What follows belongs to an exercise in optimizing a design on an open flow for small area, a short achievable clock period and few clock cycles per item; a production flow would make more cautious choices. RTL that was checked went through simulation tests only; none was proved equivalent to the original. No functional check of the RTL was part of runs 1 to 5. Power and IR drop assume default switching activity.

$ cat flow/flow/run.sh
#!/bin/bash
# Standard layout with these changes:
# - synthesis maps the logic with flow/abc_delay.script (area-oriented ABC mapping, then gate sizing) through
#   flow/my_synth.tcl, and leaves adders to ABC (no full-adder cell extraction), so ABC
#   sees whole arithmetic paths; registers are untouched;
# - port buffers are plain buf_1 cells;
# - timing repair aims at a setup margin (slack to keep in reserve) of 11 ns;
# - the clock tree uses clkbuf_8 cells over clusters of up to 12 registers, without dummy loads.
set -euo pipefail
export MY_ABC_SCRIPT=$PWD/flow/abc_delay.script
export BUFFER_PORTS_ARGS="-buffer_cell sky130_fd_sc_hd__buf_1"
export CTS_ARGS="-sink_clustering_enable -repair_clock_nets -dont_use_dummy_load -buf_list sky130_fd_sc_hd__clkbuf_8 -sink_clustering_size 12 -sink_clustering_max_diameter 50"
bash standard.sh SYNTH_SCRIPT=$PWD/flow/my_synth.tcl ADDER_MAP_FILE= SETUP_SLACK_MARGIN=11 finish > make_finish.log 2>&1
$ cat flow/flow/abc_delay.script
strash
dch
map -a
topo
stime -c
buffer -c
upsize -c
dnsize -c
$ cat flow/flow/my_synth.tcl
proc synth {args} { yosys synth -nofsm -noshare {*}$args }
# technology mapping with this flow's own ABC script (MY_ABC_SCRIPT) in place of ORFS's
proc abc {args} {
  set i [lsearch -exact $args -script]
  if {$i >= 0 && [info exists ::env(MY_ABC_SCRIPT)]} {
    set args [lreplace $args [expr {$i + 1}] [expr {$i + 1}] $::env(MY_ABC_SCRIPT)]
  }
  yosys abc {*}$args
}
source $::env(SCRIPTS_DIR)/synth.tcl
# left out here: clear keep_hierarchy, flatten, clean up, hide names made inside functions, write 1_2_yosys.v
$ cat flow/standard.sh
#!/bin/bash
# synth_recipe.tcl (not shown) runs the flow's synth.tcl, then flattens the netlist and writes it again
# the make line also repeats each setting of config.mk as NAME=value (left out here)
make -C /OpenROAD-flow-scripts/flow DESIGN_CONFIG=/design/flow/config.mk WORK_HOME=/design/flow/orfs CLKGATE_MAP_FILE= SYNTH_SCRIPT=/design/flow/synth_recipe.tcl "${@:-finish}"
$ cat flow/config.mk
export PLATFORM = sky130hd
export DESIGN_NAME = motion_standby_decider
export DESIGN_NICKNAME = motion_standby_decider
export VERILOG_FILES = /design/flow/design.v
export SDC_FILE = /design/flow/constraint.sdc
export NUM_CORES = 4
export LEC_CHECK = 0
export CAP_MARGIN = 20
export CORE_MARGIN = 2
export CORE_UTILIZATION = 40
export SLEW_MARGIN = 20
$ cat flow/constraint.sdc
create_clock -name core_clock -period 16.0 [get_ports {clock}]
set_input_delay 3.2000 -clock core_clock [delete_from_list [all_inputs] [get_ports {clock}]]
set_output_delay 3.2000 -clock core_clock [all_outputs]
set_load 0.01 [all_outputs]
$ cat flow/design.v
package msd_pkg;
   localparam int CSR_INDEX_BITS = 3;
   localparam int CSR_DATA_BITS  = 32;
   localparam int CFG_TIME_BITS  = 32;
   localparam int THRESH_BITS    = 18;
   typedef enum logic [CSR_INDEX_BITS-1:0] {
      CSR_IDLE_TIMEOUT  = 3'd0,
      CSR_WAKE_GRACE    = 3'd1,
      CSR_LIFT_STABLE   = 3'd2,
      CSR_SET_DOWN_HOLD = 3'd3,
      CSR_STILL_THRESH  = 3'd4
   } csr_index_type;
   typedef enum logic [1:0] {
      KIND_TIME   = 2'd0,
      KIND_SAMPLE = 2'd1,
      KIND_ENTER  = 2'd2,
      KIND_WAKE   = 2'd3
   } kind_type;
   typedef enum logic [1:0] {
      CTX_PLAYING = 2'd0,
      CTX_PAUSED  = 2'd1,
      CTX_MENU    = 2'd2,
      CTX_OTHER   = 2'd3
   } context_type;
   typedef enum logic [1:0] {
      FLAT_NONE = 2'd0,
      FLAT_UP   = 2'd1,
      FLAT_DOWN = 2'd2,
      FLAT_BAD  = 2'd3
   } flat_type;
   typedef enum logic [1:0] {
      VERDICT_NONE  = 2'd0,
      VERDICT_ENTER = 2'd1,
      VERDICT_WAKE  = 2'd2,
      VERDICT_RSVD  = 2'd3
   } verdict_type;
endpackage
module motion_standby_decider #(
   parameter int TIME_BITS  = 32,
   parameter int ACCEL_BITS = 16
) (
   input  logic                                 clock,
   input  logic                                 reset,
   input  logic                                 csr_wr_en,
   input  logic [msd_pkg::CSR_INDEX_BITS-1:0]   csr_index,
   input  logic [msd_pkg::CSR_DATA_BITS-1:0]    csr_wr_data,
   input  logic                                 req_valid,
   output logic                                 req_stall,
   input  logic [1:0]                           req_kind,
   input  logic [TIME_BITS-1:0]                 req_now_ms,
   input  logic [1:0]                           req_screen_context,
   input  logic [1:0]                           req_flat_class,
   input  logic signed [ACCEL_BITS-1:0]         req_accel_x,
   input  logic signed [ACCEL_BITS-1:0]         req_accel_y,
   input  logic signed [ACCEL_BITS-1:0]         req_accel_z,
   output logic                                 rsp_valid,
   input  logic                                 rsp_stall,
   output logic [1:0]                           rsp_verdict,
   output logic                                 rsp_screen_off,
   output logic                                 rsp_standby_now,
   output logic                                 rsp_wake_allowed
);
   localparam int DRIFT_BITS = ACCEL_BITS + 2;
   function automatic logic time_reached(input logic [TIME_BITS-1:0] now,
                                         input logic [TIME_BITS-1:0] since,
                                         input logic [TIME_BITS-1:0] limit);
      logic [TIME_BITS-1:0] x, y, cs, cc;
      logic [TIME_BITS+1:0] w;
      logic                 k;
      x  = since;
      y  = ~now;
      cs = x ^ y ^ limit;
      cc = (x & y) | (x & limit) | (y & limit);
      w  = {2'b00, cs} + {1'b0, cc, 1'b0};
      k  = since > now;
      time_reached = k ? !w[TIME_BITS+1] : !(w[TIME_BITS+1] || w[TIME_BITS]);
   endfunction
   logic [TIME_BITS-1:0]             idle_timeout_ff, wake_grace_ff, lift_stable_ff, hold_time_ff;
   logic [msd_pkg::THRESH_BITS-1:0]  still_thresh_ff;
   logic [msd_pkg::CSR_DATA_BITS-1:0] csr_data;
   assign csr_data = reset ? '0 : csr_wr_data;
   always_ff @(posedge clock) begin
      if (reset || (csr_wr_en && csr_index == msd_pkg::CSR_IDLE_TIMEOUT))  idle_timeout_ff <= csr_data;
      if (reset || (csr_wr_en && csr_index == msd_pkg::CSR_WAKE_GRACE))    wake_grace_ff   <= csr_data;
      if (reset || (csr_wr_en && csr_index == msd_pkg::CSR_LIFT_STABLE))   lift_stable_ff  <= csr_data;
      if (reset || (csr_wr_en && csr_index == msd_pkg::CSR_SET_DOWN_HOLD)) hold_time_ff    <= csr_data;
      if (reset || (csr_wr_en && csr_index == msd_pkg::CSR_STILL_THRESH))
         still_thresh_ff <= csr_data[msd_pkg::THRESH_BITS-1:0];
   end
   logic                   in_valid_ff;
   logic [1:0]             kind_ff;
   logic [TIME_BITS-1:0]   now_ff;
   logic [1:0]             ctx_ff;
   logic [1:0]             flat_ff;
   logic [ACCEL_BITS-1:0]  ax_ff, ay_ff, az_ff;
   logic                   stall_ff;
   always_ff @(posedge clock) begin
      in_valid_ff <= req_valid && !stall_ff && !reset;
      kind_ff     <= req_kind;
      now_ff      <= req_now_ms;
      ctx_ff      <= req_screen_context;
      flat_ff     <= req_flat_class;
      ax_ff       <= req_accel_x;
      ay_ff       <= req_accel_y;
      az_ff       <= req_accel_z;
   end
   logic                   standby_ff;
   logic                   mode_ff;        
   logic                   ctx_seen_ff;
   logic [1:0]             prev_ctx_ff;
   logic [1:0]             hold_face_ff;   
   logic [TIME_BITS-1:0]   ta_ff, tb_ff;
   logic [ACCEL_BITS-1:0]  ref_x_ff, ref_y_ff, ref_z_ff;
   logic        is_time, is_sample, is_enter, is_wake;
   logic        is_flat, face_down, reading_ctx, idle_ctx, ctx_new;
   logic        same_face, lift_pend;
   logic        drift_big;
   logic        reach_a, reach_b, grace_zero, idle_on;
   assign is_time   = kind_ff == msd_pkg::KIND_TIME;
   assign is_sample = kind_ff == msd_pkg::KIND_SAMPLE;
   assign is_enter  = kind_ff == msd_pkg::KIND_ENTER;
   assign is_wake   = kind_ff == msd_pkg::KIND_WAKE;
   assign is_flat     = flat_ff[0] ^ flat_ff[1];
   assign face_down   = flat_ff == msd_pkg::FLAT_DOWN;
   assign reading_ctx = !ctx_ff[1];
   assign idle_ctx    = ctx_ff[0] ^ ctx_ff[1];
   assign ctx_new     = !kind_ff[1] && (!ctx_seen_ff || ctx_ff != prev_ctx_ff);
   assign same_face   = flat_ff == hold_face_ff;
   assign lift_pend   = hold_face_ff[0];
   localparam int DW = DRIFT_BITS + 2;
   logic [DW-1:0] ex, ey, ez, rx, ry, rz, xx, xy, xz, gx, gy, gz;
   logic          sx, sy, sz;
   logic [DW-1:0] t1s, t1c, t2s, t2c, o2a, o2b, t3s, t3c, o3a, t4s, t4c, o4a, o4b, t5s, t5c, o5a, o5b, pm;
   assign ex = DW'($signed(ax_ff));
   assign ey = DW'($signed(ay_ff));
   assign ez = DW'($signed(az_ff));
   assign rx = DW'($signed(ref_x_ff));
   assign ry = DW'($signed(ref_y_ff));
   assign rz = DW'($signed(ref_z_ff));
   assign sx = $signed(ax_ff) < $signed(ref_x_ff);
   assign sy = $signed(ay_ff) < $signed(ref_y_ff);
   assign sz = $signed(az_ff) < $signed(ref_z_ff);
   assign xx = ~(ex ^ rx);
   assign xy = ~(ey ^ ry);
   assign xz = ~(ez ^ rz);
   assign gx = sx ? (ex & ~rx) : (~ex & rx);
   assign gy = sy ? (ey & ~ry) : (~ey & ry);
   assign gz = sz ? (ez & ~rz) : (~ez & rz);
   assign t1s = xx ^ xy ^ xz;
   assign t1c = (xx & xy) | (xx & xz) | (xy & xz);
   assign o2a = {t1c[DW-2:0], 1'b1};
   assign o2b = DW'(still_thresh_ff);
   assign t2s = t1s ^ o2a ^ o2b;
   assign t2c = (t1s & o2a) | (t1s & o2b) | (o2a & o2b);
   assign o3a = {gx[DW-2:0], 1'b1};
   logic [DW-1:0] o3b;
   assign o3b = {t2c[DW-2:0], 1'b1};
   assign t3s = t2s ^ o3b ^ o3a;
   assign t3c = (t2s & o3b) | (t2s & o3a) | (o3b & o3a);
   assign o4a = {gy[DW-2:0], 1'b0};
   assign o4b = {gz[DW-2:0], 1'b0};
   assign t4s = t3s ^ o4a ^ o4b;
   assign t4c = (t3s & o4a) | (t3s & o4b) | (o4a & o4b);
   assign o5a = {t4c[DW-2:0], 1'b0};
   assign o5b = {t3c[DW-2:0], 1'b0};
   assign t5s = t4s ^ o5a ^ o5b;
   assign t5c = (t4s & o5a) | (t4s & o5b) | (o5a & o5b);
   assign pm = t5s + {t5c[DW-2:0], 1'b0};
   assign drift_big = pm[DW-1];
   assign reach_a    = time_reached(now_ff, ta_ff, standby_ff ? wake_grace_ff : idle_timeout_ff);
   assign reach_b    = time_reached(now_ff, tb_ff, standby_ff ? lift_stable_ff : hold_time_ff);
   assign grace_zero = wake_grace_ff == '0;
   assign idle_on    = idle_timeout_ff != '0;
   logic        standby_in, mode_in;
   logic [1:0]  hold_face_in;
   logic        load_ta, load_tb;
   logic [1:0]  verdict_in;
   logic        screen_off_in, wake_ok_in;
   logic        awake, a_sample, a_held, restart, hold_enter, idle_base, idle_fire;
   logic        enter_ext, wake_ext, s_sample, lift_start, wake_v, hold_kept;
   assign awake      = !standby_ff;
   assign a_sample   = awake && is_sample;
   assign a_held     = a_sample && is_flat && reading_ctx && mode_ff;
   assign restart    = a_held && (!same_face || drift_big);
   assign hold_enter = a_held && same_face && !drift_big && reach_b;
   assign idle_base  = awake && !kind_ff[1] && idle_on && idle_ctx && !ctx_new && reach_a;
   assign idle_fire  = idle_base && !hold_enter;
   assign enter_ext  = awake && is_enter;
   assign s_sample   = standby_ff && is_sample && !is_flat && mode_ff;
   assign lift_start = s_sample && !lift_pend;
   assign wake_v     = s_sample && lift_pend && reach_b && reach_a;
   assign wake_ext   = standby_ff && is_wake;
   assign hold_kept  = is_sample ? a_held : (hold_face_ff != 2'b00);
   assign standby_in = standby_ff ? !(wake_v || wake_ext) : (enter_ext || hold_enter || idle_base);
   assign load_ta    = (awake && (ctx_new || enter_ext || hold_enter || idle_base)) || wake_v || wake_ext;
   assign load_tb    = restart || lift_start;
   assign verdict_in = {wake_v, hold_enter || idle_fire};
   assign screen_off_in = hold_enter && face_down;
   assign wake_ok_in = standby_ff ? (wake_v || wake_ext || reach_a)
                                  : (!(enter_ext || hold_enter || idle_base) || grace_zero);
   always_comb begin
      mode_in      = mode_ff;
      hold_face_in = hold_face_ff;
      if (standby_ff) begin
         if (is_sample && is_flat) begin
            mode_in      = 1'b1;                
            hold_face_in = 2'b00;               
         end else if (lift_start) begin
            hold_face_in = 2'b01;               
         end else if (wake_v) begin
            mode_in      = 1'b1;                
            hold_face_in = 2'b00;
         end else if (wake_ext) begin
            mode_in      = 1'b0;                
            hold_face_in = 2'b00;
         end
      end else begin
         if (a_sample && !is_flat) begin
            mode_in = 1'b1;
         end
         if (a_sample && !a_held) begin
            hold_face_in = 2'b00;
         end
         if (restart) begin
            hold_face_in = flat_ff;
         end
         if (hold_enter || enter_ext) begin
            mode_in      = hold_enter;          
            hold_face_in = 2'b00;
         end
         if (idle_fire) begin
            mode_in      = hold_kept;           
            hold_face_in = 2'b00;
         end
      end
   end
   always_ff @(posedge clock) begin
      if (reset) begin
         standby_ff   <= 1'b0;
         mode_ff      <= 1'b1;
         ctx_seen_ff  <= 1'b0;
         hold_face_ff <= 2'b00;
      end else if (in_valid_ff) begin
         standby_ff   <= standby_in;
         mode_ff      <= mode_in;
         hold_face_ff <= hold_face_in;
         if (!kind_ff[1]) begin
            ctx_seen_ff <= 1'b1;
         end
      end
   end
   always_ff @(posedge clock) begin
      if (in_valid_ff) begin
         if (!kind_ff[1]) prev_ctx_ff <= ctx_ff;
         if (load_ta) ta_ff <= now_ff;
         if (load_tb) tb_ff <= now_ff;
         if (restart) begin
            ref_x_ff <= ax_ff;
            ref_y_ff <= ay_ff;
            ref_z_ff <= az_ff;
         end
      end
   end
   logic [4:0] res;
   logic [4:0] q0_ff, q1_ff, q2_ff;
   logic       v0_ff, v1_ff, v2_ff;
   logic       pop, push;
   logic       s0, s1, s2;    
   logic       v1_next, v2_next;
   assign res  = {verdict_in, screen_off_in, standby_in, wake_ok_in};
   assign pop  = v0_ff && !rsp_stall;
   assign push = in_valid_ff;
   assign s0   = pop ? v1_ff : v0_ff;
   assign s1   = pop ? v2_ff : v1_ff;
   assign s2   = !pop && v2_ff;
   assign v1_next = s1 || (s0 && push);
   assign v2_next = s2 || (s1 && push);
   always_ff @(posedge clock) begin
      if (reset) begin
         v0_ff <= 1'b0;
         v1_ff <= 1'b0;
         v2_ff <= 1'b0;
      end else begin
         v0_ff <= s0 || push;
         v1_ff <= v1_next;
         v2_ff <= v2_next;
      end
      q0_ff <= s0 ? (pop ? q1_ff : q0_ff) : res;
      q1_ff <= s1 ? (pop ? q2_ff : q1_ff) : res;
      q2_ff <= s2 ? q2_ff : res;
   end
   always_ff @(posedge clock) begin
      if (reset) begin
         stall_ff <= 1'b0;
      end else begin
         stall_ff <= v2_next || (v1_next && req_valid && !stall_ff);
      end
   end
   assign req_stall        = stall_ff;
   assign rsp_valid        = v0_ff;
   assign rsp_verdict      = q0_ff[4:3];
   assign rsp_screen_off   = q0_ff[2];
   assign rsp_standby_now  = q0_ff[1];
   assign rsp_wake_allowed = q0_ff[0];
endmodule
==> impl_metrics.ini, run 1 <==
[status]
status = timing/DRC/antenna clean

[worst_setup_path]
worstSetupStartpointType = flip-flop
slowest_delay_ns = 0.43
required_ns = 16.36
cp_data_arrival_time_ns = 5.71
critPathKind = flip-flop to flip-flop
crit_fanout = 8
cp-end-kind = flip-flop
path_common_cell = nand2_1
cp_slowest_cell = edfxtp_1

[clock_tree]
cts-htree-levels = 2
cts_buffers = 46
clockBufferDepth = 3
cts_tree = built
cts_sinks = 371
clk_pin_slew_ns = 0.07
clock_latency_ns = 0.65
clockRootBuffer = clkbuf_8
postCtsHoldBufs = 0

[placed_design]
io_buffer_count = 132
hpwlAfterDp_mm = 39.1
routabilityCongestion = 0.883
preCtsSetupSlack_ns = 9.77
placed_area_um2 = 22000

[drt]
drt_first_pass_iters = 5
num_vias = 16900
via_per_inst = 4.88
wl_per_cell_um = 15.9
drc = 0
routed_wl_mm = 54.9
postRouteAntennaNets = 0
drt_iter0_drc = 1059

[floorplan]
row_count = 83
die_w_um = 231
core_area_um2 = 51100
dieArea_um2 = 53400
ios = 133
chipHeight_um = 231
start_util_pct = 40.3

[synth]
muxShareOfSynthArea_pct = 2.48
synth_fp_nets = 2662
synth_ff_type = edfxtp_1
synth_cells = 2536
synth_seq_cells = 371
ys_warn_count = 1
synthArstFlopShare_pct = 0
synth-edff-count = 275
syn_avg_cell_area_um2 = 8.13
synth_top_family_by_area = simple AND/OR/NAND/NOR gates
syn_area_um2 = 20600
synth-compound-area-share_pct = 10.7
synthAdderAreaFrac_pct = 0.146
synth_cell_type_count = 65
synth-simple-area-share_pct = 21.3
seq_area_frac_synth_pct = 49.4
synth-xor-area-share_pct = 6.80

[global_routing]
antenna_found_initial = 0
grt_pass1_vias = 16100
track_usage_pct = 20.3
grt_max_degree = 45
grt_overflow = 0
grt_pass1_wl_mm = 83.6

[layout]
final_cell_area_um2 = 24400
areaGrowthSynthToFinish_pct = 18.4
drive_above_1_share_pct = 11.7
nets = 2903
diodes = 0

[timing]
setup_viol = 0
fin_tns_setup_ns = 0
maxSlewHeadroom_pct = 28.2
finalWorstSetupSlack_ns = 10.65
rsz0062_at_grt = yes
min_period_ns = 5.35
period_share_pct = 33.5
worst_pin_slew_ns = 1.08
final-hold-violation-count = 0
slew_violations = 0
skew_ns = 0.0787
fin_hold_ws_ns = 0.399
timing.fmax_ghz = 0.187

[pwr]
ir_drop_uv = 58.6
leakagePower_nw = 10.7
pwr_density_cell_nw_per_um2 = 99.0
finalPower_mw = 2.42

[hold_path]
hp-class = flip-flop to flip-flop

[job]
drv_cap = 0
-- cells in the mapped netlist (7+ instances only) --
| library cell | count | area, µm² |
|---|---|---|
| a21oi_1 | 163 | 816 |
| a31oi_1 | 8 | 50.1 |
| and2_1 | 16 | 100 |
| buf_2 | 8 | 40.0 |
| clkbuf_1 | 7 | 26.3 |
| dfxtp_1 | 96 | 1920 |
| edfxtp_1 | 275 | 8260 |
| inv_1 | 471 | 1770 |
| inv_2 | 8 | 30.0 |
| mux2i_1 | 51 | 510 |
| nand2_1 | 426 | 1600 |
| nand3_1 | 26 | 130 |
| nand4_1 | 13 | 81.3 |
| nor2_1 | 491 | 1840 |
| nor3_1 | 20 | 100 |
| nor4_1 | 28 | 175 |
| o211ai_1 | 12 | 90.1 |
| o21ai_0 | 107 | 536 |
| o21ai_1 | 15 | 75.1 |
| o21bai_1 | 10 | 75.1 |
| o221ai_1 | 8 | 70.1 |
| o22ai_1 | 9 | 56.3 |
| or2_2 | 23 | 144 |
| xnor2_1 | 62 | 543 |
| xor2_1 | 98 | 858 |
-- per-layer routing --
metal  global-route usage, %  up-vias  part of all wire [%]
li1                        -     8618                     -
met1                    26.5     7748                    45
met2                    34.3      406                    47
met3                    3.04       90                   5.0
met4                    6.85        0                   2.9
met5                       0        -                     0
-- final timing paths --
| kind | from | end | slack (ns) | cells after the start |
|---|---|---|---|---|
| setup reg to reg | ref_y_ff[4] | ta_ff[24] | 10.65 | 31 |
| hold reg to reg | ax_ff[5] | ref_x_ff[5] | 0.40 | 0 |
| hold / removal | ax_ff[5] | ref_x_ff[5] | 0.40 | 0 |
| setup / recovery | ref_y_ff[4] | ta_ff[24] | 10.65 | 31 |
-- cell type report --
cell class,instances,area [µm²]
Clock buffer,46,633
Timing Repair Buffer,214,1650
Tap cell,680,851
Multi-Input combinational cell,1661,9260
Sequential cell,371,10200
Fill cell,4867,26700
Inverter,483,1830
-- worst max-delay path: cells and delay by family, from the launching register on --
| family | cells | cell delay (ns) |
|---|---|---|
| DFF | 1 | 0.43 |
| and+or+nand+nor | 11 | 1.45 |
| AOI/OAI and AO/OA | 13 | 2.27 |
| buffers and inverters | 7 | 0.90 |
-- metrics by stage --
step | util (%) | std cells
final | 47.8 | 3455
after global routing | 47.8 | 3455
after CTS | 46.6 | 3440
after detailed placement | 43.2 | 3339
after global placement | 43.2 | 3339
after floorplan | - | 2536
-- sequential cells by signal, summed over array words and instances, names as in the netlist, 5 cells and up --
register and flops:
ax_ff 16, still_thresh_ff 18, hold_time_ff 32, tb_ff 32, ay_ff 16, ref_x_ff 16, ta_ff 32, q1_ff 5
lift_stable_ff 32, idle_timeout_ff 32, ref_z_ff 16, ref_y_ff 16, q2_ff 5, az_ff 16, now_ff 32, wake_grace_ff 32
q0_ff 5
-- cells in the final DEF, fill, tap and decap left out, types with 46 or more instances in the layout --
master      n
a21oi_1   149
buf_1     131
clkbuf_8   46
dfxtp_1    93
edfxtp_1  275
inv_1     462
mux2i_1    51
nand2_1   405
nor2_1    461
o21ai_0    81
xnor2_1    56
xor2_1     90
-- timing repair --
item                       4_1_cts  5_1_grt
setup buffers                   43       14
pin swaps                        6       64
setup endpoints to repair      128      128
gates resized for setup        108      119
cloned                          12        1
-- report_power, final --
group | switching, mW | total [mW] | leakage, nW | internal (mW)
clock network | 0.320 | 0.574 | 0.331 | 0.254
logic | 0.437 | 0.713 | 6.89 | 0.276
registers | 0.0322 | 1.13 | 3.44 | 1.10
-- logic make-up (layout without fill, tap and decap cells) --
| kind of cell | after synthesis | in the layout |
|---|---|---|
| AOI/OAI and AO/OA | 379 | 379 |
| xor gates and xnor gates | 160 | 160 |
| adders and majority gates | 3 | 3 |
| buffers and inverters | 504 | 743 |
| DFF | 371 | 371 |
| muxes | 51 | 51 |
| and+or+nand+nor | 1068 | 1068 |
==> inputs of run 2 (changes only) <==
--- a/flow/flow/run.sh
+++ b/flow/flow/run.sh
@@ -1,6 +1,6 @@
 #!/bin/bash
 # Standard layout with these changes:
-# - synthesis maps the logic with flow/abc_delay.script (area-oriented ABC mapping, then gate sizing) through
+# - synthesis maps the logic with flow/abc_delay.script (ABC delay target 5000 ps) through
 #   flow/my_synth.tcl, and leaves adders to ABC (no full-adder cell extraction), so ABC
 #   sees whole arithmetic paths; registers are untouched;
 # - port buffers are plain buf_1 cells;
==> flow/flow/abc_delay.script (replaced) <==
strash
dch
map -D 5000 -B 0.9
topo
stime -c
buffer -c
upsize -c -D 5000
dnsize -c -D 5000
==> run 2 against run 1 <==
  * Still clean
  * Non-clock buffer count is 58 lower
  * Via count rose by 15%
  * Maximum frequency up 10%
  * Setup slack gained 0.50 ns
  * Sequential power is essentially flat
  * Die area increased by 7.7%
  * Utilization down 2.5 points
  * Routed wire length increased by 11%
  * Critical endpoint is now hold_time_ff[12]
  * Largest power group unchanged
  * Highest routed layer unchanged
==> impl_metrics.ini, run 2 <==
[status]
status = timing/DRC/antenna clean

[drt]
drt_iter0_drc = 1296
wl_per_cell_um = 15.0
num_vias = 19400
drt_first_pass_iters = 5
drc = 0
postRouteAntennaNets = 0
via_per_inst = 4.77
routed_wl_mm = 60.8

[worst_setup_path]
cp-end-kind = flip-flop
slowest_delay_ns = 0.62
critPathKind = primary input to flip-flop
crit_fanout = 38
worstSetupStartpointType = primary input
crit_start = reset
regToRegStartpoint = ref_x_ff[13]
path_common_cell = buf_4
r2r_setup_slack_ns = 11.34
r2r-end = ta_ff[2]
required_ns = 16.23
path_cells = clkbuf_2 -> buf_4 -> clkinv_1 -> o31ai_4 -> buf_4
cp_slowest_cell = clkinv_1
cp_data_arrival_time_ns = 5.08
rr_worst_depth = 28

[timing]
min_period_ns = 4.85
final-hold-violation-count = 0
fin_tns_setup_ns = 0
rsz0062_at_grt = no
period_share_pct = 30.3
maxSlewHeadroom_pct = 49.5
slew_violations = 0
setup_viol = 0
skew_ns = 0.0947
worst_pin_slew_ns = 0.751
timing.fmax_ghz = 0.206

[placed_design]
hpwlAfterDp_mm = 44.7
routabilityCongestion = 0.907
io_buffer_count = 132
placed_cells = 3995

[synth]
syn_avg_cell_area_um2 = 7.09
synth-edff-count = 275
syn_area_um2 = 22200
synth_commonest_cells = 1179 x nand2_1, 503 x inv_1, 290 x nor2_1, 275 x edfxtp_1, 245 x nand3_1
yosys-top-cells-area = edfxtp_1 37%, nand2_1 20%, dfxtp_1 8.6%
synth_cell_type_count = 40
synth_ff_type = edfxtp_1
synthArstFlopShare_pct = 0
synth_most_common_cell = nand2_1
yosysTopAreaCell = edfxtp_1
seq_area_frac_synth_pct = 45.8
ys_warn_count = 1
synth_cells = 3136
synth_fp_nets = 3262
synth_seq_cells = 371
synth_top_area_share_pct = 37.1

[pwr]
pwr_density_cell_nw_per_um2 = 93.1
switching_share_pct = 32.1
ir_drop_uv = 68.8
power_frac_comb_pct = 24.7
p_int_mw = 1.57
leakagePower_nw = 12.4
pwr-share-clk_pct = 26.5
switching_power_uw = 745
seq_power_share_pct = 48.8

[global_routing]
grt_pass1_vias = 18100
grt_max_degree = 60
grt_overflow = 0
track_usage_pct = 20.8
antenna_found_initial = 1
grt_pass1_wl_mm = 93.1

[layout]
nets = 3443
drive_above_1_share_pct = 5.10
final_cell_mix = 1165 x nand2_1, 499 x inv_1, 282 x nor2_1, 275 x edfxtp_1, 241 x nand3_1
register_area_um2 = 10200
multi_input_area_um2 = 10400
areaGrowthSynthToFinish_pct = 12.0
final_util_pct = 45.3
fin_cells = 4064
n_fill_cell = 5651
final_common_cell = nand2_1

[floorplan]
chipHeight_um = 240
core_area_um2 = 55000
dieArea_um2 = 57500
die_w_um = 240
ios = 133
row_count = 86
start_util_pct = 40.4

[clock_tree]
clock_latency_ns = 0.67
cts_sinks = 371
clockRootBuffer = clkbuf_8
clk_pin_slew_ns = 0.08
clockBufferDepth = 3
cts-htree-levels = 2
cts_tree = built
cts_buffers = 51

[hold_path]
hp-class = flip-flop to flip-flop
holdPathStages = 1
min_from = stall_ff
min_delay_worst_endpoint = in_valid_ff

[job]
drv_cap = 0
==> run 2: area by class of cell <==
class / instances / area share (%)
Inverter: 507 / 7.65
Clock buffer: 51 / 2.82
Multi-Input combinational cell: 2230 / 41.6
Antenna cell: 1 / 0.0100
Tap cell: 748 / 3.76
Sequential cell: 371 / 40.9
Timing Repair Buffer: 156 / 3.26
==> run 2: worst max path at each step <==
stage | end
finish | hold_time_ff[12]
global route | ta_ff[27]
CTS | ta_ff[4]
detailed placement | ref_x_ff[7]
global placement | ref_x_ff[7]
floorplan | idle_timeout_ff[0]
==> run 2: layer usage <==
layer / share of wire, % / wire, µm / GRT usage [%]
met3: 3.8 / 2310 / 2.40
met2: 49 / 29900 / 37.6
met1: 44 / 26900 / 25.9
met5: 0 / 0 / 0
met4: 2.8 / 1690 / 6.38
==> run 2: power by group through the flow <==
stage / registers [mW] / clock network [mW] / logic, mW
3_3_place_gp: 1.15 / 0 / 0.550
2_1_floorplan: 1.14 / 0 / 0.426
5_1_grt: 1.14 / 0.671 / 0.661
3_5_place_dp: 1.15 / 0 / 0.555
6_report: 1.13 / 0.614 / 0.572
4_1_cts: 1.13 / 0.639 / 0.561
==> run 2: critical path, delay by kind of cell <==
| kind | cells | cell delay, ns |
|---|---|---|
| buffers and inverters | 4 | 1.66 |
| AO/OA/AOI/OAI | 1 | 0.17 |
==> run 2: timing repair <==
action,in CTS,in global routing
setup endpoints to repair,128,127
gates cloned,1,7
pin swaps,2,6
gates resized for setup,42,52
hold buffers,0,0
buffers inserted,1,8
==> run 2: through the flow <==
stage / hold slack, ns / power [mW] / worst slack (ns) / area [µm²]
after floorplan: 0.408 / 1.56 / 10.74 / 22300
after global placement: 0.412 / 1.70 / 9.42 / 23700
after detailed placement: 0.432 / 1.71 / 9.11 / 23700
after CTS: 0.411 / 2.33 / 11.03 / 24600
after global routing: 0.449 / 2.47 / 11.00 / 24900
final: 0.418 / 2.32 / 11.15 / 24900
==> run 2: cells by family after synthesis <==
| logic type | share of synthesized area, % |
|---|---|
| buffers and inverters | 9.10 |
| AOI/OAI and AO/OA | 7.64 |
| DFF | 45.8 |
| and+or+nand+nor | 34.3 |
| xor gates and xnor gates | 3.19 |
==> inputs of run 3 (changes only) <==
==> flow/flow/run.sh (replaced) <==
#!/bin/bash
# Standard layout with these changes:
# - synthesis maps the logic with flow/abc_delay.script (ABC delay target 3000 ps) through
#   flow/my_synth.tcl, and leaves adders to ABC (no full-adder cell extraction), so ABC
#   sees whole arithmetic paths; registers are untouched;
# - port buffers are plain buf_1 cells;
# - timing repair aims at a setup margin (slack to keep in reserve) of 11.6 ns;
# - the clock tree uses clkbuf_8 cells over clusters of up to 12 registers, without dummy loads.
set -euo pipefail
export MY_ABC_SCRIPT=$PWD/flow/abc_delay.script
export BUFFER_PORTS_ARGS="-buffer_cell sky130_fd_sc_hd__buf_1"
export CTS_ARGS="-sink_clustering_enable -repair_clock_nets -dont_use_dummy_load -buf_list sky130_fd_sc_hd__clkbuf_8 -sink_clustering_size 12 -sink_clustering_max_diameter 50"
bash standard.sh SYNTH_SCRIPT=$PWD/flow/my_synth.tcl ADDER_MAP_FILE= SETUP_SLACK_MARGIN=11.6 finish > make_finish.log 2>&1
==> flow/flow/abc_delay.script (replaced) <==
strash
dch
map -D 3000 -B 0.9
topo
stime -c
buffer -c
upsize -c -D 3000
dnsize -c -D 3000
==> run 3 against run 2 <==
  * Via count rose by 2.7%
  * Maximum frequency rose by 12%
  * Still clean on timing, DRC and antenna
  * Worst hold slack improved by 0.012 ns
  * Synthesized area rose by 0.80%
  * First-iteration DRC count rose by 22%
  * Utilization rose by 2.6 points
  * Clock power fell by 3.7%
  * Clock skew rose by 0.019 ns
  * Sequential power barely moved
  * Clock-buffer cell count fell by 3
  * Die area rose by 0.79%
  * Critical path type is now flip-flop to flip-flop
  * Highest routed layer unchanged
  * Critical endpoint is now ta_ff[14]
  * Register-to-register slack improved by 0.32 ns
==> impl_metrics.ini, run 3 <==
[global_routing]
antenna_found_initial = 1
grt_pass1_vias = 17900
track_usage_pct = 20.7
grt_overflow = 0
grt_pass1_wl_mm = 93.4
grt_max_degree = 65

[clock_tree]
postCtsHoldBufs = 0
clockRootBuffer = clkbuf_8
cts_sinks = 371
cts_buffers = 48
clk_pin_slew_ns = 0.07
cts_tree = built
cts-htree-levels = 2
clock_latency_ns = 0.68
clockBufferDepth = 3

[drt]
routed_wl_mm = 62.1
drt_iter0_drc = 1580
postRouteAntennaNets = 0
wl_per_cell_um = 15.1
drc = 0
drt_first_pass_iters = 8
via_per_inst = 4.83
num_vias = 19900

[timing]
maxSlewHeadroom_pct = 33.5
fin_tns_setup_ns = 0
setup_viol = 0
skew_ns = 0.114
fin_hold_ws_ns = 0.430
rsz0062_at_grt = yes
period_share_pct = 27.1
timing.fmax_ghz = 0.230
min_period_ns = 4.34
final-hold-violation-count = 0
slew_violations = 0
worst_pin_slew_ns = 0.988

[placed_design]
io_buffer_count = 132
placed_area_um2 = 23900
routabilityCongestion = 0.881
hpwlAfterDp_mm = 43.8
placed_cells = 3996

[synth]
yosys-top-cells-area = edfxtp_1 37%, nand2_1 20%, dfxtp_1 8.6%
syn_area_um2 = 22400
synth_seq_cells = 371
seq_area_frac_synth_pct = 45.4
synth_cell_type_count = 55
synth_ff_type = edfxtp_1
syn_avg_cell_area_um2 = 7.15
synth_commonest_cells = 1169 x nand2_1, 501 x inv_1, 288 x nor2_1, 275 x edfxtp_1, 235 x nand3_1
synth-edff-count = 275
synthArstFlopShare_pct = 0
ys_warn_count = 1
synth_top_area_share_pct = 36.8
synth_fp_nets = 3262
yosysTopAreaCell = edfxtp_1
synth_most_common_cell = nand2_1
synth_cells = 3136

[worst_setup_path]
worstSetupStartpointType = flip-flop
r2r_setup_slack_ns = 11.66
required_ns = 16.37
rr_worst_depth = 35
slowest_delay_ns = 0.42
cp_data_arrival_time_ns = 4.71
cp_slowest_cell = edfxtp_1
path_common_cell = nand2_1
crit_fanout = 8
regToRegStartpoint = ref_x_ff[13]
r2r-end = ta_ff[14]
critPathKind = flip-flop to flip-flop
cp-end-kind = flip-flop

[hold_path]
hp-class = flip-flop to flip-flop
holdPathStages = 0
min_delay_worst_endpoint = ref_z_ff[3]
min_from = az_ff[3]

[layout]
register_area_um2 = 10200
nets = 3504
drive_above_1_share_pct = 12.2
areaGrowthSynthToFinish_pct = 17.9
final_cell_mix = 1084 x nand2_1, 488 x inv_1, 275 x edfxtp_1, 261 x nor2_1, 221 x nand3_1
n_fill_cell = 5480
multi_input_area_um2 = 11200
fin_cells = 4125
final_cell_area_um2 = 26400
final_common_cell = nand2_1

[job]
drv_cap = 0

[floorplan]
dieArea_um2 = 58000
core_area_um2 = 55200
ios = 133
chipHeight_um = 241
die_w_um = 241
row_count = 86
start_util_pct = 40.6

[status]
status = timing/DRC/antenna clean

[pwr]
ir_drop_uv = 67.8
pwr_density_cell_nw_per_um2 = 89.3
leakagePower_nw = 12.9
[run 3: cell count changes after synthesis, sizes merged]
cell	change
clkbuf	-18
clkinv	-3
inv	+3
buf	+18
[run 3: timing repair]
action                                  in CTS  in global routing
buffers inserted                            11                 49
pin swaps                                    6                 70
cloned                                       6                 14
endpoints found under the setup margin     274                127
gates resized for setup                     76                225
[run 3: worst max path at each step]
stage	from	to	slack, ns	cells after the start
4_1_cts	ref_y_ff[15]	ta_ff[11]	11.58	31
2_1_floorplan	csr_index[2]	lift_stable_ff[0]	11.34	3
5_1_grt	ref_x_ff[13]	ta_ff[14]	11.44	35
6_report	ref_x_ff[13]	ta_ff[14]	11.66	35
3_3_place_gp	ref_x_ff[15]	ta_ff[1]	10.24	29
3_5_place_dp	ref_x_ff[15]	ta_ff[1]	10.12	29
[run 3: cells by family (layout without fill, tap and decap cells)]
family                 count (synthesis)  after routing  share of synthesized area (%)
AND/OR/NAND/NOR                     1855           1865                           34.5
flip-flops                           371            371                           45.4
XOR/XNOR                              81             81                           3.16
other                                  0              1                              0
AO/OA/AOI/OAI                        290            290                           7.65
buffers and inverters                539            769                           9.30
[run 3: where the power goes]
| group | switching [mW] | internal [mW] |
|---|---|---|
| clock | 0.327 | 0.264 |
| sequential | 0.0343 | 1.10 |
| combinational | 0.410 | 0.230 |
[run 3: cell type report]
cell class                 instances  share of cell area [%]
tap                              748                    3.54
inverter                         507                    7.34
antenna                            1                 0.00947
sequential                       371                    38.6
multi-input combinational       2236                    42.4
clock buffer                      48                    2.50
timing repair buffer             214                    5.58
[run 3: metal layers]
| layer | vias up | GRT usage [%] | share of wire (%) |
|---|---|---|---|
| li1 | 10500 | - | - |
| met5 | - | 0 | 0 |
| met3 | 89 | 2.60 | 5.2 |
| met1 | 8900 | 28.1 | 46 |
| met2 | 456 | 34.7 | 46 |
| met4 | 0 | 6.30 | 2.8 |
[run 3: stage by stage]
stage	util [%]	power, mW	setup slack, ns
global route	47.9	2.51	11.44
global placement	43.2	1.71	10.24
detailed placement	43.2	1.71	10.12
CTS	45.3	2.32	11.58
finish	47.9	2.36	11.66
floorplan	-	1.57	11.34
[run 3: worst max-delay path: cells and delay by family, from the launching register on]
family | cells | cell delay (ns)
flops | 1 | 0.42
compound gates | 3 | 0.38
buf+inv | 9 | 1.25
simple gates | 23 | 2.03
==> inputs of run 4 (changes only) <==
--- a/flow/config.mk
+++ b/flow/config.mk
@@ -7,5 +7,5 @@
 export LEC_CHECK = 0
 export CAP_MARGIN = 20
 export CORE_MARGIN = 2
-export CORE_UTILIZATION = 40
+export CORE_UTILIZATION = 60
 export SLEW_MARGIN = 20
==> run 4 against run 3 <==
  * Still clean on timing, DRC and antenna
  * First-iteration DRC count decreased by 1.4%
  * Clock power shrank 5.6%
  * Sequential cell count stayed put
  * Cell count down 7.1%
  * Clock-buffer cell count down 5
  * Synthesized area did not move
  * Non-clock buffer count shrank 5
  * Largest cell class unchanged
  * Largest power group unchanged
  * Highest routed layer unchanged
==> impl_metrics.ini, run 4 <==
[drt]
num_vias = 21100
wl_per_cell_um = 16.6
postRouteAntennaNets = 0
via_per_inst = 5.50
drt_first_pass_iters = 5
drt_iter0_drc = 1558
drc = 0
routed_wl_mm = 63.5

[layout]
diodes = 0
drive_above_1_share_pct = 13.1
final_cell_mix = 1062 x nand2_1, 486 x inv_1, 275 x edfxtp_1, 260 x nor2_1, 211 x nand3_1
nets = 3494
final_common_cell = nand2_1
areaGrowthSynthToFinish_pct = 16.3

[job]
drv_cap = 0

[pwr]
pwr_density_cell_nw_per_um2 = 90.0
leakagePower_nw = 12.9
ir_drop_uv = 95.4

[timing]
rsz0062_at_grt = yes
finalWorstSetupSlack_ns = 11.63
maxSlewHeadroom_pct = 28.1
setup_viol = 0
worst_pin_slew_ns = 1.07
period_share_pct = 27.3
min_period_ns = 4.37
timing.fmax_ghz = 0.229
skew_ns = 0.0652
slew_violations = 0
fin_tns_setup_ns = 0
final-hold-violation-count = 0

[placed_design]
preCtsSetupSlack_ns = 9.87
io_buffer_count = 132
hpwlAfterDp_mm = 44.3
routabilityCongestion = 0.961

[worst_setup_path]
critical-path-top-delay-family = flip-flops
path_depth = 1
path_cells = buf_1
crit_fanout = 4
slowest_delay_ns = 0.37
crit_start = v0_ff
regToRegStartpoint = ref_x_ff[14]
cp-end-kind = output pin
cp_data_arrival_time_ns = 1.17
path_buf_inv = 1
cp_slowest_cell = dfxtp_1
required_ns = 12.80
worstSetupStartpointType = flip-flop
critPathKind = flip-flop to output pin
rr_worst_depth = 33

[synth]
synth-simple-area-share_pct = 34.5
muxShareOfSynthArea_pct = 0
synth_top_family_by_area = simple AND/OR/NAND/NOR gates
synth_fp_nets = 3262
synth_most_common_cell = nand2_1
synth_cell_type_count = 55
synthArstFlopShare_pct = 0
synth-compound-area-share_pct = 7.65
synth-edff-count = 275
syn_area_um2 = 22400
syn_avg_cell_area_um2 = 7.15
seq_area_frac_synth_pct = 45.4
yosysTopAreaCell = edfxtp_1
synth_top_area_share_pct = 36.8
synth-xor-area-share_pct = 3.16
synthAdderAreaFrac_pct = 0
ys_warn_count = 1
synth_ff_type = edfxtp_1
synth_commonest_cells = 1169 x nand2_1, 501 x inv_1, 288 x nor2_1, 275 x edfxtp_1, 235 x nand3_1
synth_cells = 3136
synth_seq_cells = 371
yosys-top-cells-area = edfxtp_1 37%, nand2_1 20%, dfxtp_1 8.6%

[floorplan]
ios = 133
dieArea_um2 = 38900
core_area_um2 = 36700
row_count = 70
start_util_pct = 61.1
die_w_um = 197
chipHeight_um = 197

[global_routing]
grt_pass1_vias = 19500
grt_pass1_wl_mm = 93.5
antenna_found_initial = 1
grt_overflow = 0
grt_max_degree = 83
track_usage_pct = 30.7

[clock_tree]
postCtsHoldBufs = 0
clk_pin_slew_ns = 0.07
cts_buffers = 43
clockBufferDepth = 3
cts-htree-levels = 2
cts_tree = built
cts_sinks = 371
clockRootBuffer = clkbuf_8
clock_latency_ns = 0.65

[hold_path]
hp-class = flip-flop to flip-flop
min_from = az_ff[3]
holdPathStages = 0

[status]
status = timing/DRC/antenna clean
==> run 4: cell counts after synthesis <==
No cell type changed its count.
==> run 4: power by group <==
part	total (mW)	leakage [nW]	internal, mW	switching, mW
Combinational	0.659	9.12	0.231	0.428
Sequential	1.13	3.44	1.10	0.0343
Clock	0.558	0.309	0.238	0.320
==> run 4: timing repair <==
| item | 4_1_cts | 5_1_grt |
|---|---|---|
| buffers inserted | 12 | 47 |
| pin swaps | 6 | 63 |
| resized for setup | 76 | 263 |
| gates cloned | 5 | 14 |
| hold endpoints to repair | 0 | 0 |
| endpoints found under the setup margin | 277 | 140 |
==> run 4: cell families after synthesis <==
| group | after synthesis |
|---|---|
| and+or+nand+nor | 1855 |
| buffers and inverters | 539 |
| DFF | 371 |
| AOI/OAI and AO/OA | 290 |
| xor gates and xnor gates | 81 |
==> run 4: path summary, 6_finish.rpt <==
check / slack [ns] / end
worst max-delay path: 11.63 / rsp_valid
worst min-delay path: 0.43 / ref_z_ff[3]
worst max register to register: 11.69 / ref_y_ff[14]
worst min register to register: 0.43 / ref_z_ff[3]
==> run 4: per-stage QoR <==
stage	power, mW	std cells	area, µm²	utilization, %	hold WS, ns
2_1_floorplan	1.57	3136	22500	-	0.408
3_3_place_gp	1.69	3713	23500	64.0	0.420
3_5_place_dp	1.71	3713	23500	64.0	0.432
4_1_cts	2.28	3773	24600	66.9	0.437
5_1_grt	2.48	3834	26100	71.0	0.440
6_report	2.35	3834	26100	71.0	0.434
==> run 4: routing by layer <==
| layer | wire length [µm] | track usage, % |
|---|---|---|
| met2 | 30700 | 53.9 |
| met4 | 4020 | 17.5 |
| met3 | 4600 | 4.10 |
| met1 | 24200 | 36.3 |
| met5 | 0 | 0 |
==> run 4: cell type report <==
class	count	area (µm²)
Clock buffer	43	592
Fill cell	3003	10600
Inverter	507	1940
Multi-Input combinational cell	2236	11300
Sequential cell	371	10200
Tap cell	468	586
Timing Repair Buffer	209	1400
==> inputs of run 5 (changes only) <==
==> flow/flow/run.sh (replaced) <==
#!/bin/bash
# Standard layout with these changes:
# - synthesis maps the logic with flow/abc_delay.script (ABC delay target 3000 ps) through
#   flow/my_synth.tcl, and leaves adders to ABC (no full-adder cell extraction), so ABC
#   sees whole arithmetic paths; registers are untouched;
# - port buffers are plain buf_1 cells;
# - timing repair aims at a setup margin (slack to keep in reserve) of 11.3 ns;
# - the clock tree uses clkbuf_8 cells over clusters of up to 12 registers, without dummy loads.
set -euo pipefail
export MY_ABC_SCRIPT=$PWD/flow/abc_delay.script
export BUFFER_PORTS_ARGS="-buffer_cell sky130_fd_sc_hd__buf_1"
export CTS_ARGS="-sink_clustering_enable -repair_clock_nets -dont_use_dummy_load -buf_list sky130_fd_sc_hd__clkbuf_8 -sink_clustering_size 12 -sink_clustering_max_diameter 50"
bash standard.sh SYNTH_SCRIPT=$PWD/flow/my_synth.tcl ADDER_MAP_FILE= SETUP_SLACK_MARGIN=11.3 finish > make_finish.log 2>&1
==> run 5 against run 4 <==
  * Clock power rose by 3%
  * Setup slack got worse by 0.12 ns
  * Register-to-register slack got worse by 0.17 ns
  * Clock skew rose by 0.037 ns
  * Routed wire length fell by 2.0%
  * Non-clock buffer count fell by 31
  * Synthesized area did not move
  * Still clean on timing, DRC and antenna
  * First-iteration DRC count fell by 7.5%
  * Critical path type is now flip-flop to flip-flop
  * Maximum frequency fell by 2.6%
  * Sequential cell count did not move
  * Largest power group unchanged
  * Sequential power barely moved
  * Final area fell by 4.2%
==> impl_metrics.ini, run 5 <==
[drt]
drc = 0
drt_first_pass_iters = 6
postRouteAntennaNets = 0
via_per_inst = 5.44
wl_per_cell_um = 16.4
drt_iter0_drc = 1441
routed_wl_mm = 62.2
num_vias = 20700

[timing]
min_period_ns = 4.48
fin_tns_setup_ns = 0
period_share_pct = 28.0
worst_pin_slew_ns = 1.02
timing.fmax_ghz = 0.223
rsz0062_at_grt = no
final-hold-violation-count = 0
skew_ns = 0.102
slew_violations = 0
setup_viol = 0
maxSlewHeadroom_pct = 31.9

[global_routing]
grt_pass1_wl_mm = 92.6
antenna_found_initial = 0
track_usage_pct = 30.4
grt_overflow = 0
grt_max_degree = 83
grt_pass1_vias = 19100

[synth]
yosys-top-cells-area = edfxtp_1 37%, nand2_1 20%, dfxtp_1 8.6%
synth-edff-count = 275
synth_cells = 3136
synthArstFlopShare_pct = 0
synth_seq_cells = 371
ys_warn_count = 1
seq_area_frac_synth_pct = 45.4
synth_most_common_cell = nand2_1
syn_avg_cell_area_um2 = 7.15
yosysTopAreaCell = edfxtp_1
synth_cell_type_count = 55
synth_ff_type = edfxtp_1
synth_top_area_share_pct = 36.8
synth_commonest_cells = 1169 x nand2_1, 501 x inv_1, 288 x nor2_1, 275 x edfxtp_1, 235 x nand3_1
synth_fp_nets = 3262
syn_area_um2 = 22400

[clock_tree]
cts-htree-levels = 2
clockRootBuffer = clkbuf_8
cts_buffers = 46
cts_tree = built
clk_pin_slew_ns = 0.08
clockBufferDepth = 3
clock_latency_ns = 0.67
cts_sinks = 371

[layout]
drive_above_1_share_pct = 6.75
areaGrowthSynthToFinish_pct = 11.4
diodes = 0
nets = 3463
final_cell_mix = 1156 x nand2_1, 497 x inv_1, 275 x nor2_1, 275 x edfxtp_1, 234 x nand3_1
final_common_cell = nand2_1
n_fill_cell = 3157
final_util_pct = 68.0

[worst_setup_path]
required_ns = 16.30
critPathKind = flip-flop to flip-flop
path_buf_inv = 5
cp-end-kind = flip-flop
critical-path-top-delay-family = simple AND/OR/NAND/NOR gates
cp_slowest_cell = edfxtp_1
slowest_delay_ns = 0.39
worstSetupStartpointType = flip-flop
cp_data_arrival_time_ns = 4.79
path_common_cell = nand2_1
crit_fanout = 12

[pwr]
leakagePower_nw = 12.5
ir_drop_uv = 77.5
pwr_density_cell_nw_per_um2 = 92.8

[hold_path]
hp-class = flip-flop to flip-flop

[floorplan]
chipHeight_um = 197
ios = 133
dieArea_um2 = 38900
row_count = 70
start_util_pct = 61.1
core_area_um2 = 36700
die_w_um = 197

[status]
status = timing/DRC/antenna clean

[job]
drv_cap = 0

[placed_design]
io_buffer_count = 132
routabilityCongestion = 0.967
hpwlAfterDp_mm = 44.4
## run 5: layout make-up
cell class,instances,area (µm²),area share (%)
Multi-Input combinational cell,2233,10600,42.4
Inverter,507,1910,7.67
Timing Repair Buffer,178,1070,4.28
Clock buffer,46,633,2.54
Tap cell,468,586,2.35
Sequential cell,371,10200,40.8
## run 5: through the flow
| stage | cells | hold slack, ns | power [mW] | setup slack [ns] | cell area [µm²] |
|---|---|---|---|---|---|
| after global placement | 3713 | 0.422 | 1.69 | 10.23 | 23500 |
| after global routing | 3803 | 0.458 | 2.45 | 11.18 | 25000 |
| after detailed placement | 3713 | 0.439 | 1.71 | 10.09 | 23500 |
| after CTS | 3761 | 0.453 | 2.29 | 11.30 | 24200 |
| after floorplan | 3136 | 0.408 | 1.57 | 10.74 | 22400 |
| final | 3803 | 0.454 | 2.32 | 11.52 | 25000 |
## run 5: timing repair
item,4_1_cts,5_1_grt
pin swaps,2,12
gates resized for setup,28,72
hold buffers,0,0
gates cloned,2,12
setup buffers,0,29
endpoints found under the setup margin,144,143
## run 5: metal layers
layer  share of wire (%)  wire length [µm]  global-route usage (%)  up-vias
li1                    -                 -                       -    10400
met1                  40             24600                    35.7     9344
met2                  49             30200                    54.5      735
met3                 6.5              4020                    4.66      216
met4                 5.4              3340                    14.1        0
met5                   0                 0                       0        -
## run 5: worst paths after layout
kind	start	to	slack, ns	cells after the start
setup / recovery	ref_z_ff[15]	ref_x_ff[0]	11.52	30
hold reg to reg	az_ff[3]	ref_z_ff[3]	0.45	0
hold / removal	az_ff[3]	ref_z_ff[3]	0.45	0
setup reg to reg	ref_z_ff[15]	ref_x_ff[0]	11.52	30
## run 5: logic make-up (layout without fill, tap and decap cells)
family	after synthesis	count (layout)	share of synthesized area, %
xor+xnor	81	81	3.16
compound gates	290	290	7.65
simple gates	1855	1862	34.5
flops	371	371	45.4
buf+inv	539	731	9.30
## run 5: where the power goes
part	switching, mW	internal (mW)
Sequential	0.0347	1.10
Clock	0.324	0.253
Combinational	0.399	0.211
## run 5: worst register-to-register path: cells and delay by family (launching register included)
kind | cells | cell delay, ns
DFF | 1 | 0.39
buffers and inverters | 5 | 0.84
and+or+nand+nor | 22 | 2.41
AOI/OAI and AO/OA | 3 | 0.52
==> inputs of run 6 (changes only) <==
--- a/flow/design.v
+++ b/flow/design.v
@@ -131,15 +131,15 @@
    logic [DW-1:0] ex, ey, ez, rx, ry, rz, xx, xy, xz, gx, gy, gz;
    logic          sx, sy, sz;
    logic [DW-1:0] t1s, t1c, t2s, t2c, o2a, o2b, t3s, t3c, o3a, t4s, t4c, o4a, o4b, t5s, t5c, o5a, o5b, pm;
-   assign ex = DW'($signed(ax_ff));
-   assign ey = DW'($signed(ay_ff));
-   assign ez = DW'($signed(az_ff));
-   assign rx = DW'($signed(ref_x_ff));
-   assign ry = DW'($signed(ref_y_ff));
-   assign rz = DW'($signed(ref_z_ff));
-   assign sx = $signed(ax_ff) < $signed(ref_x_ff);
-   assign sy = $signed(ay_ff) < $signed(ref_y_ff);
-   assign sz = $signed(az_ff) < $signed(ref_z_ff);
+   assign ex = {{(DW-ACCEL_BITS){ax_ff[ACCEL_BITS-1]}}, ax_ff};
+   assign ey = {{(DW-ACCEL_BITS){ay_ff[ACCEL_BITS-1]}}, ay_ff};
+   assign ez = {{(DW-ACCEL_BITS){az_ff[ACCEL_BITS-1]}}, az_ff};
+   assign rx = {{(DW-ACCEL_BITS){ref_x_ff[ACCEL_BITS-1]}}, ref_x_ff};
+   assign ry = {{(DW-ACCEL_BITS){ref_y_ff[ACCEL_BITS-1]}}, ref_y_ff};
+   assign rz = {{(DW-ACCEL_BITS){ref_z_ff[ACCEL_BITS-1]}}, ref_z_ff};
+   assign sx = {!ax_ff[ACCEL_BITS-1], ax_ff[ACCEL_BITS-2:0]} < {!ref_x_ff[ACCEL_BITS-1], ref_x_ff[ACCEL_BITS-2:0]};
+   assign sy = {!ay_ff[ACCEL_BITS-1], ay_ff[ACCEL_BITS-2:0]} < {!ref_y_ff[ACCEL_BITS-1], ref_y_ff[ACCEL_BITS-2:0]};
+   assign sz = {!az_ff[ACCEL_BITS-1], az_ff[ACCEL_BITS-2:0]} < {!ref_z_ff[ACCEL_BITS-1], ref_z_ff[ACCEL_BITS-2:0]};
    assign xx = ~(ex ^ rx);
    assign xy = ~(ey ^ ry);
    assign xz = ~(ez ^ rz);
==> flow/flow/run.sh (replaced) <==
#!/bin/bash
# Standard layout with these changes:
# - synthesis maps the logic with flow/abc_delay.script (ABC delay target 3000 ps) through
#   flow/my_synth.tcl, and leaves adders to ABC (no full-adder cell extraction), so ABC
#   sees whole arithmetic paths; registers are untouched;
# - port buffers are plain buf_1 cells;
# - timing repair aims at a setup margin (slack to keep in reserve) of 11.6 ns;
# - the clock tree uses clkbuf_8 cells over clusters of up to 12 registers, without dummy loads.
set -euo pipefail
export MY_ABC_SCRIPT=$PWD/flow/abc_delay.script
export BUFFER_PORTS_ARGS="-buffer_cell sky130_fd_sc_hd__buf_1"
export CTS_ARGS="-sink_clustering_enable -repair_clock_nets -dont_use_dummy_load -buf_list sky130_fd_sc_hd__clkbuf_8 -sink_clustering_size 12 -sink_clustering_max_diameter 50"
bash standard.sh SYNTH_SCRIPT=$PWD/flow/my_synth.tcl ADDER_MAP_FILE= SETUP_SLACK_MARGIN=11.6 finish > make_finish.log 2>&1
--- a/flow/config.mk
+++ b/flow/config.mk
@@ -7,5 +7,6 @@
 export LEC_CHECK = 0
 export CAP_MARGIN = 20
 export CORE_MARGIN = 2
-export CORE_UTILIZATION = 60
+export CORE_UTILIZATION = 70
+export GPL_TIMING_DRIVEN = 1
 export SLEW_MARGIN = 20
==> run 6 against run 5 <==
  * Register-to-register slack gained 0.13 ns
  * Sequential cell count is the same
  * Global-route usage grew 4.9 points
  * Sequential power is essentially flat
  * Clock-buffer cell count shrank 2
  * Routed wire length grew 2.9%
  * Power grew 0.54%
  * Synthesized area grew 0.63%
  * Utilization grew 12 points
  * Non-clock buffer count grew 5
==> impl_metrics.ini, run 6 <==
[synth]
synth_cell_type_count = 49
syn_area_um2 = 22600
synth_fp_nets = 3333
synth_most_common_cell = nand2_1
synth_commonest_cells = 1274 x nand2_1, 504 x inv_1, 275 x edfxtp_1, 247 x nor2_1, 246 x nand3_1
yosys-top-cells-area = edfxtp_1 37%, nand2_1 21%, dfxtp_1 8.5%
syn_avg_cell_area_um2 = 7.03
synth_ff_type = edfxtp_1
synth_cells = 3207
synth_top_area_share_pct = 36.6
synth-edff-count = 275
synth_seq_cells = 371
ys_warn_count = 1
yosysTopAreaCell = edfxtp_1
synthArstFlopShare_pct = 0
seq_area_frac_synth_pct = 45.1

[drt]
drt_first_pass_iters = 7
via_per_inst = 5.77
drc = 0
wl_per_cell_um = 16.8
routed_wl_mm = 64.0
postRouteAntennaNets = 0
num_vias = 22000
drt_iter0_drc = 2307

[layout]
drive_above_1_share_pct = 8.37
register_area_um2 = 10200
diodes = 0
final_cell_mix = 1237 x nand2_1, 500 x inv_1, 275 x edfxtp_1, 234 x nand3_1, 229 x nor2_1
final_common_cell = nand2_1
n_fill_cell = 2200
nets = 3532
multi_input_area_um2 = 11000
areaGrowthSynthToFinish_pct = 12.9
final_cell_area_um2 = 25500

[timing]
maxSlewHeadroom_pct = 24.9
slew_violations = 0
timing.fmax_ghz = 0.229
period_share_pct = 27.2
final-hold-violation-count = 0
fin_tns_setup_ns = 0
fin_hold_ws_ns = 0.444
min_period_ns = 4.36
setup_viol = 0
rsz0062_at_grt = yes
skew_ns = 0.120
worst_pin_slew_ns = 1.10

[floorplan]
row_count = 65
start_util_pct = 71.3
dieArea_um2 = 33700
die_w_um = 184
core_area_um2 = 31600
chipHeight_um = 184
ios = 133

[worst_setup_path]
cp-end-kind = flip-flop
worstSetupStartpointType = flip-flop
crit_fanout = 8
path_common_cell = nand2_1
critPathKind = flip-flop to flip-flop
required_ns = 16.35
cp_data_arrival_time_ns = 4.71
slowest_delay_ns = 0.38
cp_slowest_cell = dfxtp_4

[pwr]
ir_drop_uv = 117
switching_power_uw = 776
leakagePower_nw = 12.9
seq_power_share_pct = 48.4
p_int_mw = 1.55
switching_share_pct = 33.3
pwr-share-clk_pct = 24.3
power_frac_comb_pct = 27.2
pwr_density_cell_nw_per_um2 = 91.5

[clock_tree]
postCtsHoldBufs = 0
cts_tree = built
clk_pin_slew_ns = 0.08
cts_buffers = 44
cts-htree-levels = 2
clock_latency_ns = 0.68
cts_sinks = 371
clockBufferDepth = 3
clockRootBuffer = clkbuf_8

[global_routing]
grt_max_degree = 49
antenna_found_initial = 0
grt_overflow = 0
grt_pass1_vias = 20000
track_usage_pct = 35.3
grt_pass1_wl_mm = 93.7

[placed_design]
routabilityCongestion = 0.952
placed_area_um2 = 23600
hpwlAfterDp_mm = 43.4
io_buffer_count = 132

[hold_path]
hp-class = flip-flop to flip-flop

[job]
drv_cap = 0

[status]
status = timing/DRC/antenna clean
-- run 6: changes by cell type after synthesis, moves of 6 or more --
cell / previous run / this run
o21ai_0: 114 / 142
nand3_1: 235 / 246
nand3_2: 10 / 2
a31oi_1: 8 / 2
o21ai_1: 27 / 11
or2_2: 39 / 56
o21bai_1: 31 / 22
a21oi_1: 53 / 47
nor2_1: 288 / 247
xor2_1: 46 / 40
nand2_1: 1169 / 1274
-- run 6: worst paths after layout --
path | cells past startpoint | slack [ns] | endpoint | startpoint
max | 31 | 11.64 | ta_ff[26] | ax_ff[14]
min | 0 | 0.44 | ref_z_ff[6] | az_ff[6]
max reg2reg | 31 | 11.64 | ta_ff[26] | ax_ff[14]
min reg2reg | 0 | 0.44 | ref_z_ff[6] | az_ff[6]
-- run 6: cell type report --
class / instances / area share (%)
clock buffer: 44 / 2.38
multi-input combinational: 2299 / 43.1
sequential: 371 / 40.0
inverter: 507 / 7.54
timing repair buffer: 183 / 4.96
tap: 402 / 1.97
-- run 6: per-stage QoR --
step                setup WS [ns]  instances  total power [mW]  util (%)
CTS                         11.60       3767              2.27      77.3
floorplan                   11.35       3207              1.57         -
global route                11.46       3806              2.44      80.5
finish                      11.64       3806              2.33      80.5
global placement            10.69       3717              1.68      74.5
detailed placement          10.64       3717              1.71      74.5
-- run 6: power by group through the flow --
stage / clock [mW] / combinational (mW) / sequential (mW)
after global placement: 0 / 0.537 / 1.15
after floorplan: 0 / 0.434 / 1.14
after CTS: 0.567 / 0.576 / 1.13
final: 0.567 / 0.635 / 1.13
after global routing: 0.600 / 0.709 / 1.13
after detailed placement: 0 / 0.560 / 1.15
-- run 6: layer usage --
layer  vias to the layer above  track usage (%)  part of all wire [%]
met1                      9852             41.3                    36
met5                         -                0                     0
met4                         0             19.3                   6.9
met2                      1211             62.9                    48
li1                      10600                -                     -
met3                       291             4.68                   9.1
-- run 6: cells by family after synthesis --
family,share of synthesized area (%)
and+or+nand+nor,35.6
DFF,45.1
muxes,0.0444
AOI/OAI and AO/OA,7.06
buffers and inverters,9.18
xor gates and xnor gates,3.03
-- run 6: repair_timing --
action	CTS	global route
pin swaps	3	31
gates resized for setup	44	155
endpoints found under the setup margin	262	174
cloned	5	14
buffers inserted	1	24
-- run 6: critical path: cells and delay by family, from the launching register on --
family / cells / cell delay (ns)
AND/OR/NAND/NOR: 24 / 2.60
buffers and inverters: 5 / 0.78
flip-flops: 1 / 0.38
XOR/XNOR: 1 / 0.23
AO/OA/AOI/OAI: 1 / 0.07
Testbench counts of run 6, summed over its fixed seeds: cycles 24,016, items 24,000.
==> inputs of run 7 (changes only) <==
==> flow/flow/abc_delay.script (replaced) <==
strash
dch
map -D 3000
topo
stime -c
buffer -c
upsize -c
dnsize -c
--- a/flow/config.mk
+++ b/flow/config.mk
@@ -7,6 +7,5 @@
 export LEC_CHECK = 0
 export CAP_MARGIN = 20
 export CORE_MARGIN = 2
-export CORE_UTILIZATION = 70
-export GPL_TIMING_DRIVEN = 1
+export CORE_UTILIZATION = 60
 export SLEW_MARGIN = 20
==> run 7 against run 6 <==
  * Synthesized cell count down 20%
  * Non-clock buffer count up 49
  * Critical endpoint is now ta_ff[5]
  * Largest power group unchanged
  * Routed wire length down 12%
  * Clock-buffer cell count down 1
  * Combinational power up 14%
  * Sequential share of layout area up 1.1 points
  * Final area down 2.8%
  * Utilization down 9.0 points
  * Maximum frequency down 9.8%
==> impl_metrics.ini, run 7 <==
[status]
status = timing/DRC/antenna clean

[timing]
rsz0062_at_grt = yes
timing.fmax_ghz = 0.207
final-hold-violation-count = 0
fin_tns_setup_ns = 0
worst_pin_slew_ns = 1.12
setup_viol = 0
period_share_pct = 30.2
slew_violations = 0
min_period_ns = 4.83
skew_ns = 0.0746
maxSlewHeadroom_pct = 24.6

[pwr]
ir_drop_uv = 95.2
leakagePower_nw = 11.1
switching_power_uw = 785
seq_power_share_pct = 47.0
pwr-share-clk_pct = 23.0
pwr_density_cell_nw_per_um2 = 97.1
p_int_mw = 1.62
power_frac_comb_pct = 30.0
switching_share_pct = 32.6

[synth]
syn_area_um2 = 21200
seq_area_frac_synth_pct = 48.1
synth-compound-area-share_pct = 10.9
synth_cell_type_count = 77
synth_commonest_cells = 638 x nand2_1, 375 x inv_1, 344 x nor2_1, 275 x edfxtp_1, 96 x dfxtp_1
synth_ff_type = edfxtp_1
synth_seq_cells = 371
synth_top_family_by_area = simple AND/OR/NAND/NOR gates
synth_most_common_cell = nand2_1
yosysTopAreaCell = edfxtp_1
yosys-top-cells-area = edfxtp_1 39%, nand2_1 11%, dfxtp_1 9.1%
synth-xor-area-share_pct = 6.86
synthArstFlopShare_pct = 0
synth-simple-area-share_pct = 24.7
synthAdderAreaFrac_pct = 0.101
syn_avg_cell_area_um2 = 8.19
synth_fp_nets = 2707
synth_cells = 2581
ys_warn_count = 1
muxShareOfSynthArea_pct = 1.85
synth_top_area_share_pct = 39.0
synth-edff-count = 275

[clock_tree]
cts-htree-levels = 2
clk_pin_slew_ns = 0.07
postCtsHoldBufs = 0
cts_buffers = 43
cts_tree = built
cts_sinks = 371
clockBufferDepth = 3
clock_latency_ns = 0.65
clockRootBuffer = clkbuf_8

[layout]
areaGrowthSynthToFinish_pct = 17.1
nets = 2961
diodes = 0
final_common_cell = nand2_1
drive_above_1_share_pct = 12.2
final_util_pct = 71.5
final_cell_mix = 614 x nand2_1, 372 x inv_1, 328 x nor2_1, 275 x edfxtp_1, 130 x buf_1

[floorplan]
row_count = 68
start_util_pct = 61.1
core_area_um2 = 34600
chipHeight_um = 192
dieArea_um2 = 36800
die_w_um = 192
ios = 133

[worst_setup_path]
cp_data_arrival_time_ns = 5.16
rr_worst_depth = 30
crit_fanout = 8
cp_slowest_cell = dfxtp_1
worstSetupStartpointType = flip-flop
regToRegStartpoint = ax_ff[5]
required_ns = 16.32
critPathKind = flip-flop to flip-flop
cp-end-kind = flip-flop
r2r-end = ta_ff[5]
slowest_delay_ns = 0.39
r2r_setup_slack_ns = 11.17

[drt]
routed_wl_mm = 56.5
drt_iter0_drc = 1258
num_vias = 18300
drt_first_pass_iters = 5
postRouteAntennaNets = 0
drc = 0
wl_per_cell_um = 17.2
via_per_inst = 5.56

[hold_path]
hp-class = flip-flop to flip-flop
holdPathStages = 0
min_delay_worst_endpoint = ref_z_ff[14]
min_from = az_ff[14]

[placed_design]
hpwlAfterDp_mm = 39.0
routabilityCongestion = 0.938
io_buffer_count = 132

[global_routing]
grt_pass1_vias = 17500
antenna_found_initial = 0
grt_overflow = 0
grt_pass1_wl_mm = 86.6
track_usage_pct = 30.4
grt_max_degree = 43

[job]
drv_cap = 0
-- run 7: worst max-delay path, delay by kind of cell, from the launching register on --
| kind | cells | cell delay (ns) |
|---|---|---|
| buffers and inverters | 6 | 0.78 |
| xor gates and xnor gates | 1 | 0.16 |
| DFF | 1 | 0.39 |
| and+or+nand+nor | 11 | 1.19 |
| AOI/OAI and AO/OA | 12 | 2.01 |
-- run 7: repair_timing --
item | in CTS | in global routing
cloned | 11 | 3
endpoints found under the setup margin | 260 | 264
pin swaps | 32 | 26
gates resized for setup | 166 | 30
buffers inserted | 64 | 10
-- run 7: routing by layer --
| metal | wire, µm | part of all wire [%] | track usage, % | vias up |
|---|---|---|---|---|
| met1 | 22700 | 40 | 36.8 | 8461 |
| met4 | 3120 | 5.5 | 16.1 | 0 |
| met5 | 0 | 0 | 0 | - |
| li1 | - | - | - | 9009 |
| met3 | 3350 | 5.9 | 3.78 | 184 |
| met2 | 27300 | 48 | 53.0 | 634 |
-- run 7: area by class of cell --
| cell class | count | area [µm²] |
|---|---|---|
| repair buffers | 232 | 1810 |
| well taps | 455 | 569 |
| fillers | 2621 | 9870 |
| multi-input cells | 1799 | 10100 |
| flip-flops and latches | 371 | 10200 |
| inverters | 388 | 1490 |
| clock buffers | 43 | 592 |
-- run 7: stage by stage --
| step | power (mW) | hold WS (ns) | area, µm² | std cells | setup WS, ns |
|---|---|---|---|---|---|
| final | 2.40 | 0.434 | 24800 | 3288 | 11.17 |
| after CTS | 2.38 | 0.433 | 24500 | 3275 | 11.37 |
| after global routing | 2.53 | 0.445 | 24800 | 3288 | 10.94 |
| after global placement | 1.73 | 0.415 | 22300 | 3157 | 10.61 |
| after detailed placement | 1.74 | 0.424 | 22300 | 3157 | 10.64 |
| after floorplan | 1.61 | 0.408 | 21300 | 2581 | 11.37 |
-- run 7: worst max-delay path by stage --
stage | startpoint | endpoint | cells past startpoint
after floorplan | csr_index[2] | idle_timeout_ff[0] | 3
after global routing | ref_x_ff[4] | ta_ff[5] | 26
after CTS | ref_x_ff[13] | ta_ff[5] | 29
after global placement | standby_ff | ta_ff[15] | 21
final | ax_ff[5] | ta_ff[5] | 30
after detailed placement | standby_ff | ta_ff[15] | 21
-- run 7: logic make-up after synthesis --
group	Yosys count
AOI/OAI and AO/OA	363
muxes	39
adders and majority gates	2
and+or+nand+nor	1236
DFF	371
buffers and inverters	411
xor gates and xnor gates	159
-- run 7: power by group through the flow --
stage | sequential (mW) | clock, mW | combinational, mW
2_1_floorplan | 1.14 | 0 | 0.471
3_3_place_gp | 1.15 | 0 | 0.581
3_5_place_dp | 1.15 | 0 | 0.594
4_1_cts | 1.13 | 0.567 | 0.686
5_1_grt | 1.13 | 0.598 | 0.796
6_report | 1.13 | 0.553 | 0.721

Check on run 7: ideal ports give 11.165 ns setup slack; a clkbuf_16 on the clock port and buf_2 on the inputs give 11.165 ns; moving port delays by the midpoint clock arrival (0.663 ns) as well gives 11.094 ns.
